Source: an optimization exercise on an open RTL-to-GDS flow (aim: small area). Production flows keep margins and buffers that such runs may drop.
Function was checked by simulation only, so behaviour that the tests miss may differ from the original.
No driver is modelled on the clock port, so clocking that relies on it looks cheaper here than on a real chip.
Power is estimated from default activity; no workload was simulated.

==> inputs of 12-17 <==
==> flow/design.v <==
package servo_pkg;
   localparam int DEF_MIN_PW    = 500;
   localparam int DEF_CENTER_PW = 1_500;
   localparam int DEF_MAX_PW    = 2_500;
   localparam logic [3:0] TGT_CENTER = 4'd5;
   localparam logic [5:0] CUR_CENTER = 6'd20;
endpackage
module servo_pwm_multi (
   input  logic       clk,
   input  logic       rst,
   input  logic       inc_pulse,
   input  logic       dec_pulse,
   input  logic       center_pulse,
   input  logic       sel_pulse,
   output logic [3:0] pwm_out,
   output logic [3:0] sel_onehot,
   output logic       at_min,
   output logic       at_max,
   output logic       frame_start
);
   logic [5:0] lo_q;
   logic [8:0] g_q, g_d;
   logic [1:0] sel_q;
   logic       loLast, loWrap, gEnd, frameEnd;
   assign loLast   = (lo_q == 6'd46);                               
   assign loWrap   = (lo_q[4:0] == 5'b01110);                       
   assign gEnd     = g_q[8] & g_q[7] & ~g_q[6] & g_q[2] & g_q[0];   
   assign frameEnd = gEnd & (lo_q == 6'd55);                        
   always_comb begin
      g_d = g_q + 9'(loWrap);
      if (loWrap & gEnd) g_d[6:4] = 3'b111;
   end
   logic [8:0] gN_q;
   assign g_q = ~gN_q;
   logic [5:0] loN_q;
   assign lo_q = ~loN_q;
   always_ff @(posedge clk or negedge rst) begin
      if (!rst) begin
         loN_q <= ~6'd14;
         gN_q  <= ~9'd389;
         sel_q <= 2'd0;
      end else begin
         loN_q <= ~{lo_q[4:0], lo_q[5] ^ lo_q[0] ^ loLast};
         gN_q  <= ~g_d;
         sel_q <= sel_q + 2'(sel_pulse);
      end
   end
   assign frame_start = gEnd & loLast;                              
   logic       gLow, gNeg;
   logic [3:0] selDec, tgt [4], tgtSel, tgtNew;
   logic       selMax, selMin;
   assign gLow   = (g_q[8:6] == 3'b000);
   assign gNeg   = (g_q[8:6] == 3'b111);
   assign tgtSel = tgt[sel_q];
   assign selMax = tgtSel[3] & tgtSel[1];         
   assign selMin = (tgtSel == 4'd0);
   always_comb begin
      if (center_pulse)                          tgtNew = servo_pkg::TGT_CENTER;
      else if (inc_pulse & ~dec_pulse & ~selMax) tgtNew = tgtSel + 4'd1;
      else if (dec_pulse & ~inc_pulse & ~selMin) tgtNew = tgtSel - 4'd1;
      else                                       tgtNew = tgtSel;
   end
   always_comb begin
      selDec        = '0;
      selDec[sel_q] = 1'b1;
   end
   for (genvar i = 0; i < 4; i++) begin : gen_ch
      servo_channel u_channel (
         .clk_i      (clk),
         .rst_ni     (rst),
         .frameEnd_i (frameEnd),
         .load_i     (selDec[i]),
         .tgtNew_i   (tgtNew),
         .g_i        (g_q[5:0]),
         .gLow_i     (gLow),
         .gNeg_i     (gNeg),
         .pwm_o      (pwm_out[i]),
         .target_o   (tgt[i])
      );
   end
   assign sel_onehot = selDec;
   assign at_min     = selMin;
   assign at_max     = selMax;
endmodule
module servo_channel (
   input  logic       clk_i,
   input  logic       rst_ni,
   input  logic       frameEnd_i,
   input  logic       load_i,      
   input  logic [3:0] tgtNew_i,
   input  logic [5:0] g_i,         
   input  logic       gLow_i,      
   input  logic       gNeg_i,      
   output logic       pwm_o,
   output logic [3:0] target_o
);
   logic [3:0] tgt_q;
   logic [5:0] cur_q, cur_d, curT;
   logic move, dn, run;
   assign dn   = ~(cur_q[5:2] < tgt_q);
   assign move = (cur_q != {tgt_q, 2'b00});
   always_comb begin
      run = frameEnd_i & move;
      for (int b = 0; b < 6; b++) begin
         curT[b] = run;
         run     = run & (cur_q[b] ^ dn);
      end
      cur_d = cur_q ^ curT;
   end
   always_ff @(posedge clk_i or negedge rst_ni) begin
      if (!rst_ni) begin
         tgt_q <= servo_pkg::TGT_CENTER;
         cur_q <= servo_pkg::CUR_CENTER;
      end else begin
         if (load_i) tgt_q <= tgtNew_i;
         cur_q <= cur_d;
      end
   end
   assign pwm_o    = gNeg_i | (gLow_i & (g_i < cur_q));
   assign target_o = tgt_q;
endmodule
==> flow/flow/run.sh <==
#!/bin/bash
# Own layout flow: the standard synthesis; then the combinational cells of
# that netlist re-mapped by ABC for area with a few scripts, keeping the
# smallest result (registers untouched); then the standard layout from
# floorplan on, with small port buffers and its own small clock tree.
# Each tool's output goes to a log file in the work folder.
set -euo pipefail
W=$(pwd)
F=$W/flow
LIB=$FLOW_HOME/platforms/sky130hd/lib/sky130_fd_sc_hd__tt_025C_1v80.lib
R=$W/orfs/results/sky130hd/servo_pwm_multi/base

bash standard.sh synth > $W/log_synth.txt 2>&1

# re-map the combinational logic for area
cp $R/1_2_yosys.v $W/netlist_standard.v
python3 $F/gen_cellmap.py $LIB $W/cellmap.v > $W/log_cellmap.txt 2>&1
DU=$(sed -n '/DONT_USE_CELLS/,/^$/p' $FLOW_HOME/platforms/sky130hd/config.mk | grep -o 'sky130_fd_sc_hd__[A-Za-z0-9_]*' | sed 's/^/-dont_use /' | tr '\n' ' ')
best=""; bestArea=""
for S in $F/abc*.script; do
  n=$(basename $S .script)
  sed -e "s#@LIB@#$LIB#g" -e "s#@IN@#$W/netlist_standard.v#" -e "s#@TOP@#$FLOW_TOP#" \
      -e "s#@MAP@#$W/cellmap.v#" -e "s#@SCRIPT@#$S#" -e "s#@DONTUSE@#$DU#" \
      -e "s#@STAT@#$W/remap_$n.stat#" -e "s#@OUT@#$W/remap_$n.v#" $F/remap.ys.in > $W/remap_$n.ys
  if yosys -l $W/log_remap_$n.txt -q -s $W/remap_$n.ys > /dev/null 2>&1; then
    a=$(grep "Chip area" $W/remap_$n.stat | awk '{print $NF}')
    echo "$n $a" >> $W/remap_areas.txt
    if [[ -n "$a" ]] && { [[ -z "$bestArea" ]] || awk "BEGIN{exit !($a < $bestArea)}"; }; then
      best=$n; bestArea=$a
    fi
  fi
done
echo "chosen $best $bestArea" >> $W/remap_areas.txt
cp $W/remap_$best.v $R/1_2_yosys.v

PORTBUF="BUFFER_PORTS_ARGS=-buffer_cell sky130_fd_sc_hd__buf_1"
bash standard.sh "$PORTBUF" place > $W/log_place.txt 2>&1

# clock buffers: the clock port drives four buf_6, one per quarter of the flip-flops
RESULTS=$R LIBFILE=$LIB PLATFORM_DIR=$FLOW_HOME/platforms/sky130hd CLKPORT=clk NGROUP=4 \
  CLKBUF=sky130_fd_sc_hd__buf_6 openroad -no_init -exit $F/clock.tcl > $W/log_clock.txt 2>&1
cp $R/4_1_cts.odb $R/4_cts.odb
touch $R/4_cts.sdc

bash standard.sh "$PORTBUF" finish > $W/log_route.txt 2>&1
==> flow/flow/abc1.script <==
strash
&get -n
&deepsyn -T 20
&put
dch -f
amap
==> flow/flow/abc2.script <==
strash
&get -n
&deepsyn -T 20 -S 2
&put
dch -f
amap
==> flow/flow/abc3.script <==
strash
dch -f
amap
==> flow/flow/abc4.script <==
&get -n
&st
&syn2
&dch -f
&nf -a -R 20
&st
&syn2
&dch -f
&nf -a -R 20
&put
==> flow/flow/abc5.script <==
strash
&get -n
&deepsyn -T 20
&put
dch -f
amap -F 5 -A 5
==> flow/flow/clock.tcl <==
# Clock buffering for a small design: the clock port drives NGROUP clock
# buffers, each driving the flip-flops of one region (four: a balanced split
# by y, then by x; otherwise equal slices by x). Reads 3_place.odb, writes
# 4_1_cts.odb and 4_cts.sdc.
set R $::env(RESULTS)
read_liberty $::env(LIBFILE)
read_db $R/3_place.odb
read_sdc $R/3_place.sdc
source $::env(PLATFORM_DIR)/setRC.tcl
set block [ord::get_db_block]
set clkport $::env(CLKPORT)
set buf $::env(CLKBUF)

set sinks {}
foreach it [[$block findNet $clkport] getITerms] {
  set bb [[$it getInst] getBBox]
  lappend sinks [list [expr {([$bb xMin]+[$bb xMax])/2}] [expr {([$bb yMin]+[$bb yMax])/2}] \
    "[[$it getInst] getName]/[[$it getMTerm] getName]"]
}
proc halve {lst idx} {
  set s [lsort -integer -index $idx $lst]
  set h [expr {[llength $s] / 2}]
  return [list [lrange $s 0 [expr {$h-1}]] [lrange $s $h end]]
}
set groups {}
set NG $::env(NGROUP)
if {$NG == 4} {
  foreach half [halve $sinks 1] {
    foreach q [halve $half 0] { lappend groups $q }
  }
} else {
  set s [lsort -integer -index 0 $sinks]
  set n [llength $s]
  for {set k 0} {$k < $NG} {incr k} {
    lappend groups [lrange $s [expr {$k*$n/$NG}] [expr {($k+1)*$n/$NG-1}]]
  }
}
set i 0
foreach g $groups {
  set sx 0; set sy 0; set pins {}
  foreach s $g { set sx [expr {$sx + [lindex $s 0]}]; set sy [expr {$sy + [lindex $s 1]}]; lappend pins [get_pins [lindex $s 2]] }
  set n [llength $g]
  set loc [list [expr {$sx / $n / 1000.0}] [expr {$sy / $n / 1000.0}]]
  puts "clock group $i: $n sinks at $loc"
  insert_buffer -buffer_cell $buf -net $clkport -load_pins $pins -location $loc -buffer_name clkbuf_$i -net_name clknet_$i
  incr i
}
set_propagated_clock [all_clocks]
detailed_placement
check_placement -verbose
estimate_parasitics -placement
report_clock_skew
set worst 0
foreach pin [get_pins -hierarchical */CLK] {
  set s [get_property $pin slew_max]
  if {$s > $worst} {set worst $s}
}
puts "worst clock pin slew $worst"
report_check_types -max_slew -max_capacitance -violators
report_worst_slack -max
report_worst_slack -min
write_db $R/4_1_cts.odb
write_sdc -no_timestamp $R/4_cts.sdc
==> flow/flow/gen_cellmap.py <==
#!/usr/bin/env python3
"""Write a Yosys techmap file that turns each combinational standard cell of a
liberty file into its logic function (flip-flops, latches and tie cells are left)."""
import re, sys
lib = open(sys.argv[1]).read()
out = open(sys.argv[2], 'w')
pos = 0
cells = []
for m in re.finditer(r'\n\s*cell\s*\(\s*"?([\w]+)"?\s*\)\s*\{', lib):
    cells.append((m.group(1), m.start()))
cells.append((None, len(lib)))
for (name, s), (_, e) in zip(cells, cells[1:]):
    body = lib[s:e]
    if re.search(r'\b(ff|latch|ff_bank|statetable)\s*\(', body):
        continue
    ins, outs = [], []
    # crude pin parse: split at 'pin (' occurrences
    parts = re.split(r'\n\s*pin\s*\(\s*"?(\w+)"?\s*\)\s*\{', body)
    for i in range(1, len(parts), 2):
        pn, pb = parts[i], parts[i + 1]
        d = re.search(r'direction\s*:\s*"?(\w+)"?', pb)
        if not d:
            continue
        f = re.search(r'\bfunction\s*:\s*"([^"]*)"', pb)
        if d.group(1) == 'input':
            ins.append(pn)
        elif d.group(1) == 'output':
            outs.append((pn, f.group(1) if f else None))
    if not outs or any(f is None for _, f in outs) or not ins:
        continue
    if any(re.search(r'VPWR|VGND|KAPWR', f) for _, f in outs):
        continue
    out.write(f"module {name} ({', '.join(ins + [o for o, _ in outs])});\n")
    for p in ins:
        out.write(f"  input {p};\n")
    for o, f in outs:
        expr = f.replace('!', '~')
        expr = re.sub(r'(\w)\s+(?=[\w(~])', r'\1 & ', expr)
        out.write(f"  output {o};\n  assign {o} = {expr};\n")
    out.write("endmodule\n\n")
==> flow/flow/remap.ys.in <==
read_liberty -lib @LIB@
read_verilog @IN@
hierarchy -top @TOP@
techmap -map @MAP@
simplemap
opt -purge
abc -script @SCRIPT@ -liberty @LIB@ @DONTUSE@
opt_clean -purge
hilomap -singleton -hicell sky130_fd_sc_hd__conb_1 HI -locell sky130_fd_sc_hd__conb_1 LO
tee -o @STAT@ stat -liberty @LIB@
write_verilog -noattr -noexpr -nohex -nodec @OUT@
==> flow/standard.sh <==
#!/bin/bash
# synth_recipe.tcl (not shown) runs the flow's synth.tcl, then flattens the netlist and writes it again
# the make line also repeats each setting of config.mk as NAME=value (left out here)
make -C /OpenROAD-flow-scripts/flow DESIGN_CONFIG=/design/flow/config.mk WORK_HOME=/design/flow/orfs CLKGATE_MAP_FILE= SYNTH_SCRIPT=/design/flow/synth_recipe.tcl "${@:-finish}"
==> flow/config.mk <==
export PLATFORM = sky130hd
export DESIGN_NAME = servo_pwm_multi
export DESIGN_NICKNAME = servo_pwm_multi
export VERILOG_FILES = /design/flow/design.v
export SDC_FILE = /design/flow/constraint.sdc
export NUM_CORES = 4
export LEC_CHECK = 0
export CAP_MARGIN = 20
export CORE_MARGIN = 2
export CORE_UTILIZATION = 70
export SLEW_MARGIN = 20
==> flow/constraint.sdc <==
create_clock -name core_clock -period 20.0 [get_ports {clk}]
set_input_delay 4.0000 -clock core_clock [delete_from_list [all_inputs] [get_ports {clk}]]
set_output_delay 4.0000 -clock core_clock [all_outputs]
set_load 0.01 [all_outputs]
==> inputs of 08-09, as changes to 12-17 <==
--- a/flow/design.v
+++ b/flow/design.v
@@ -31,21 +31,17 @@
       if (loWrap & gEnd) g_d[6:4] = 3'b111;
    end
-   logic [8:0] gN_q;
-   assign g_q = ~gN_q;
-   logic [5:0] loN_q;
-   assign lo_q = ~loN_q;
    always_ff @(posedge clk or negedge rst) begin
       if (!rst) begin
-         loN_q <= ~6'd14;
-         gN_q  <= ~9'd389;
+         lo_q  <= 6'd14;
+         g_q   <= 9'd389;
          sel_q <= 2'd0;
       end else begin
-         loN_q <= ~{lo_q[4:0], lo_q[5] ^ lo_q[0] ^ loLast};
-         gN_q  <= ~g_d;
+         lo_q  <= {lo_q[4:0], lo_q[5] ^ lo_q[0] ^ loLast};
+         g_q   <= g_d;
          sel_q <= sel_q + 2'(sel_pulse);
       end
    end
    assign frame_start = gEnd & loLast;                              
-   logic       gLow, gNeg;
+   logic       gLow, gNeg, anyCmd;
    logic [3:0] selDec, tgt [4], tgtSel, tgtNew;
    logic       selMax, selMin;
@@ -55,9 +51,9 @@
    assign selMax = tgtSel[3] & tgtSel[1];         
    assign selMin = (tgtSel == 4'd0);
+   assign anyCmd = center_pulse | (inc_pulse ^ dec_pulse);
    always_comb begin
-      if (center_pulse)                          tgtNew = servo_pkg::TGT_CENTER;
-      else if (inc_pulse & ~dec_pulse & ~selMax) tgtNew = tgtSel + 4'd1;
-      else if (dec_pulse & ~inc_pulse & ~selMin) tgtNew = tgtSel - 4'd1;
-      else                                       tgtNew = tgtSel;
+      if (center_pulse)   tgtNew = servo_pkg::TGT_CENTER;
+      else if (inc_pulse) tgtNew = selMax ? tgtSel : tgtSel + 4'd1;
+      else                tgtNew = selMin ? tgtSel : tgtSel - 4'd1;
    end
    always_comb begin
@@ -70,5 +66,5 @@
          .rst_ni     (rst),
          .frameEnd_i (frameEnd),
-         .load_i     (selDec[i]),
+         .load_i     (anyCmd & selDec[i]),
          .tgtNew_i   (tgtNew),
          .g_i        (g_q[5:0]),
@@ -97,12 +93,15 @@
    logic [3:0] tgt_q;
    logic [5:0] cur_q, cur_d, curT;
-   logic move, dn, run;
-   assign dn   = ~(cur_q[5:2] < tgt_q);
-   assign move = (cur_q != {tgt_q, 2'b00});
+   logic       cAll1, cAll0;
+   logic up, down;
+   assign up   = (cur_q[5:2] < tgt_q);
+   assign down = ~up & ((cur_q[5:2] != tgt_q) | (cur_q[1:0] != 2'b00));
    always_comb begin
-      run = frameEnd_i & move;
+      cAll1 = 1'b1;
+      cAll0 = 1'b1;
       for (int b = 0; b < 6; b++) begin
-         curT[b] = run;
-         run     = run & (cur_q[b] ^ dn);
+         curT[b] = frameEnd_i & ((up & cAll1) | (down & cAll0));
+         cAll1   = cAll1 & cur_q[b];
+         cAll0   = cAll0 & ~cur_q[b];
       end
       cur_d = cur_q ^ curT;
--- a/flow/flow/run.sh
+++ b/flow/flow/run.sh
@@ -37,7 +37,7 @@
 bash standard.sh "$PORTBUF" place > $W/log_place.txt 2>&1
 
-# clock buffers: the clock port drives four buf_6, one per quarter of the flip-flops
-RESULTS=$R LIBFILE=$LIB PLATFORM_DIR=$FLOW_HOME/platforms/sky130hd CLKPORT=clk NGROUP=4 \
-  CLKBUF=sky130_fd_sc_hd__buf_6 openroad -no_init -exit $F/clock.tcl > $W/log_clock.txt 2>&1
+# clock buffers: the clock port drives four clkbuf_8, one per quarter of the flip-flops
+RESULTS=$R LIBFILE=$LIB PLATFORM_DIR=$FLOW_HOME/platforms/sky130hd CLKPORT=clk \
+  CLKBUF=sky130_fd_sc_hd__clkbuf_8 openroad -no_init -exit $F/clock.tcl > $W/log_clock.txt 2>&1
 cp $R/4_1_cts.odb $R/4_cts.odb
 touch $R/4_cts.sdc
--- a/flow/flow/clock.tcl
+++ b/flow/flow/clock.tcl
@@ -1,6 +1,5 @@
 # Clock buffering for a small design: the clock port drives NGROUP clock
-# buffers, each driving the flip-flops of one region (four: a balanced split
-# by y, then by x; otherwise equal slices by x). Reads 3_place.odb, writes
-# 4_1_cts.odb and 4_cts.sdc.
+# buffers, each driving the flip-flops of one region (a balanced split by y,
+# then by x). Reads 3_place.odb, writes 4_1_cts.odb and 4_cts.sdc.
 set R $::env(RESULTS)
 read_liberty $::env(LIBFILE)
@@ -24,15 +23,6 @@
 }
 set groups {}
-set NG $::env(NGROUP)
-if {$NG == 4} {
-  foreach half [halve $sinks 1] {
-    foreach q [halve $half 0] { lappend groups $q }
-  }
-} else {
-  set s [lsort -integer -index 0 $sinks]
-  set n [llength $s]
-  for {set k 0} {$k < $NG} {incr k} {
-    lappend groups [lrange $s [expr {$k*$n/$NG}] [expr {($k+1)*$n/$NG-1}]]
-  }
+foreach half [halve $sinks 1] {
+  foreach q [halve $half 0] { lappend groups $q }
 }
 set i 0
- CORE_UTILIZATION: 70 -> 85
==> inputs of 08-11, as changes to 12-17 <==
==> flow/flow/run.sh (replaced) <==
#!/bin/bash
# Own layout flow:
#  1. the standard synthesis (standard.sh synth), unchanged;
#  2. the same synthesis script rerun in side folders with ORFS's adder
#     mapping off and/or ABC's area script, giving the same registers
#     (checked by name and cell type) with differently mapped logic;
#  3. the combinational cells of each of these netlists re-mapped by ABC for
#     area with a few scripts (registers untouched); the smallest netlist is
#     laid out;
#  4. the standard layout from floorplan on, with small port buffers and
#     its own small clock tree (clock.tcl).
# Each tool's output goes to a log file in the work folder.
set -euo pipefail
W=$(pwd)
F=$W/flow
LIB=$FLOW_HOME/platforms/sky130hd/lib/sky130_fd_sc_hd__tt_025C_1v80.lib
R=$W/orfs/results/sky130hd/servo_pwm_multi/base

bash standard.sh synth > $W/log_synth.txt 2>&1
cp $R/1_2_yosys.v $W/netlist_s1.v
regs() { grep -oE 'sky130_fd_sc_hd__(df|sdf|dl|edf)[A-Za-z0-9_]* +[^ ]+' "$1" | sort; }
regs $W/netlist_s1.v > $W/regs_s1.txt

# side syntheses: same script and registers, other logic mapping
variants=("ADDER_MAP_FILE=" "ABC_AREA=1" "ADDER_MAP_FILE= ABC_AREA=1")
for i in 0 1 2; do
  n=s$((i+2))
  sed "s#WORK_HOME=[^ ]*#WORK_HOME=$W/side_$n#" standard.sh > $W/side_$n.sh
  ( bash $W/side_$n.sh ${variants[$i]} synth > $W/log_synth_$n.txt 2>&1 || true ) &
done
wait
for n in s2 s3 s4; do
  nl=$W/side_$n/results/sky130hd/servo_pwm_multi/base/1_2_yosys.v
  if [[ -f $nl ]]; then
    regs $nl > $W/regs_$n.txt
    if cmp -s $W/regs_s1.txt $W/regs_$n.txt; then cp $nl $W/netlist_$n.v; fi
  fi
done

# re-map the combinational logic for area
python3 $F/gen_cellmap.py $LIB $W/cellmap.v > $W/log_cellmap.txt 2>&1
DU=$(sed -n '/DONT_USE_CELLS/,/^$/p' $FLOW_HOME/platforms/sky130hd/config.mk | grep -o 'sky130_fd_sc_hd__[A-Za-z0-9_]*' | sed 's/^/-dont_use /' | tr '\n' ' ')
jobs=0
for NL in $W/netlist_s*.v; do
  s=$(basename $NL .v); s=${s#netlist_}
  for S in $F/abc*.script; do
    n=${s}_$(basename $S .script)
    sed -e "s#@LIB@#$LIB#g" -e "s#@IN@#$NL#" -e "s#@TOP@#$FLOW_TOP#" \
        -e "s#@MAP@#$W/cellmap.v#" -e "s#@SCRIPT@#$S#" -e "s#@DONTUSE@#$DU#" \
        -e "s#@STAT@#$W/remap_$n.stat#" -e "s#@OUT@#$W/remap_$n.v#" $F/remap.ys.in > $W/remap_$n.ys
    ( yosys -l $W/log_remap_$n.txt -q -s $W/remap_$n.ys > /dev/null 2>&1 || true ) &
    jobs=$((jobs+1))
    if (( jobs % ${NUM_CORES:-4} == 0 )); then wait; fi
  done
done
wait
best=""; bestArea=""
for st in $W/remap_*.stat; do
  n=$(basename $st .stat); n=${n#remap_}
  a=$(grep "Chip area" $st | awk '{print $NF}')
  [[ -n "$a" && -f $W/remap_$n.v ]] || continue
  regs $W/remap_$n.v > $W/regs_remap_$n.txt
  cmp -s $W/regs_s1.txt $W/regs_remap_$n.txt || continue
  echo "$n $a" >> $W/remap_areas.txt
  if [[ -z "$bestArea" ]] || awk "BEGIN{exit !($a < $bestArea)}"; then best=$n; bestArea=$a; fi
done
echo "chosen $best $bestArea" >> $W/remap_areas.txt
cp $W/remap_$best.v $R/1_2_yosys.v

PORTBUF="BUFFER_PORTS_ARGS=-buffer_cell sky130_fd_sc_hd__buf_1"
bash standard.sh "$PORTBUF" place > $W/log_place.txt 2>&1

# clock buffers: the clock port drives four buf_6, one per quarter of the flip-flops
RESULTS=$R LIBFILE=$LIB PLATFORM_DIR=$FLOW_HOME/platforms/sky130hd CLKPORT=clk NGROUP=4 \
  CLKBUF=sky130_fd_sc_hd__buf_6 openroad -no_init -exit $F/clock.tcl > $W/log_clock.txt 2>&1
cp $R/4_1_cts.odb $R/4_cts.odb
touch $R/4_cts.sdc

bash standard.sh "$PORTBUF" finish > $W/log_route.txt 2>&1
==> flow/flow/abc1.script (replaced) <==
strash
&get -n
&deepsyn -J 100 -T 120
&put
dch -f
amap
==> flow/flow/abc2.script (replaced) <==
strash
&get -n
&deepsyn -J 100 -T 120 -S 2
&put
dch -f
amap
==> flow/flow/abc3.script (replaced) <==
strash
&get -n
&deepsyn -J 100 -T 120 -S 3
&put
dch -f
amap
==> flow/flow/abc4.script (replaced) <==
strash
&get -n
&deepsyn -J 100 -T 120
&put
dch -f
amap -F 5 -A 5
removed: flow/flow/abc5.script
==> run notes <==
Result of the run: 12-17 complete, no violations; 08-11 complete, no violations; 08-09 did not finish
Failing step: 12-17 -; 08-11 -; 08-09 global placement without I/O
Post-Syn Instances: 12-17 350; 08-11 356; 08-09 374
Sequential group power: 12-17 158 uW; 08-11 152 uW; 08-09 -
Number of inverters outside the clock class in the layout: 12-17 60; 08-11 60; 08-09 -
Clock Power: 12-17 42.9 uW; 08-11 43.8 uW; 08-09 -
Worst min-delay path class: 12-17 reg2reg; 08-11 reg2reg; 08-09 -
Nets in the synthesized netlist: 12-17 356; 08-11 362; 08-09 380
Final Cycle Share: 12-17 30.90%; 08-11 30.86%; 08-09 -
GR Util met3: 12-17 3.198%; 08-11 5.959%; 08-09 -
Met3 routed wirelength: 12-17 607 um; 08-11 498 um; 08-09 -
Initial core utilization: 12-17 73.97%; 08-11 73.36%; 08-09 89.70%
Sw power: 12-17 100.7 uW; 08-11 102.0 uW; 08-09 -
Proportion of cell area spent on the clock network: 12-17 1.408%; 08-11 1.425%; 08-09 -
Combined area of the multi-input logic cells: 12-17 1341 um2; 08-11 1295 um2; 08-09 -
Layout Utilization: 12-17 78.29%; 08-11 77.89%; 08-09 -

==> what the ideal ports hide <==
Ports are ideal in the flow. The routed layouts listed here were re-timed in OpenROAD. Step 1, drivers: a clkbuf_16 drives clk and a buf_2 each remaining input, both assumed. Step 2 times the ports against the registers' clock, not the clock port: input delays grow and output delays shrink by t, the midpoint of the rising clock arrivals with the driver on. Three values: no drivers, after step 1, after step 2; two values: the first two.
run	t, ns	setup WS [ns]	hold WS [ns]	cell pins on the clock port's net
12-17	0.183	13.819 / 13.757 / 13.940	0.380 / 0.380 / 0.380	4
08-11	0.185	13.827 / 13.766 / 13.952	0.375 / 0.375 / 0.375	4
After both steps every run listed still meets setup and hold.
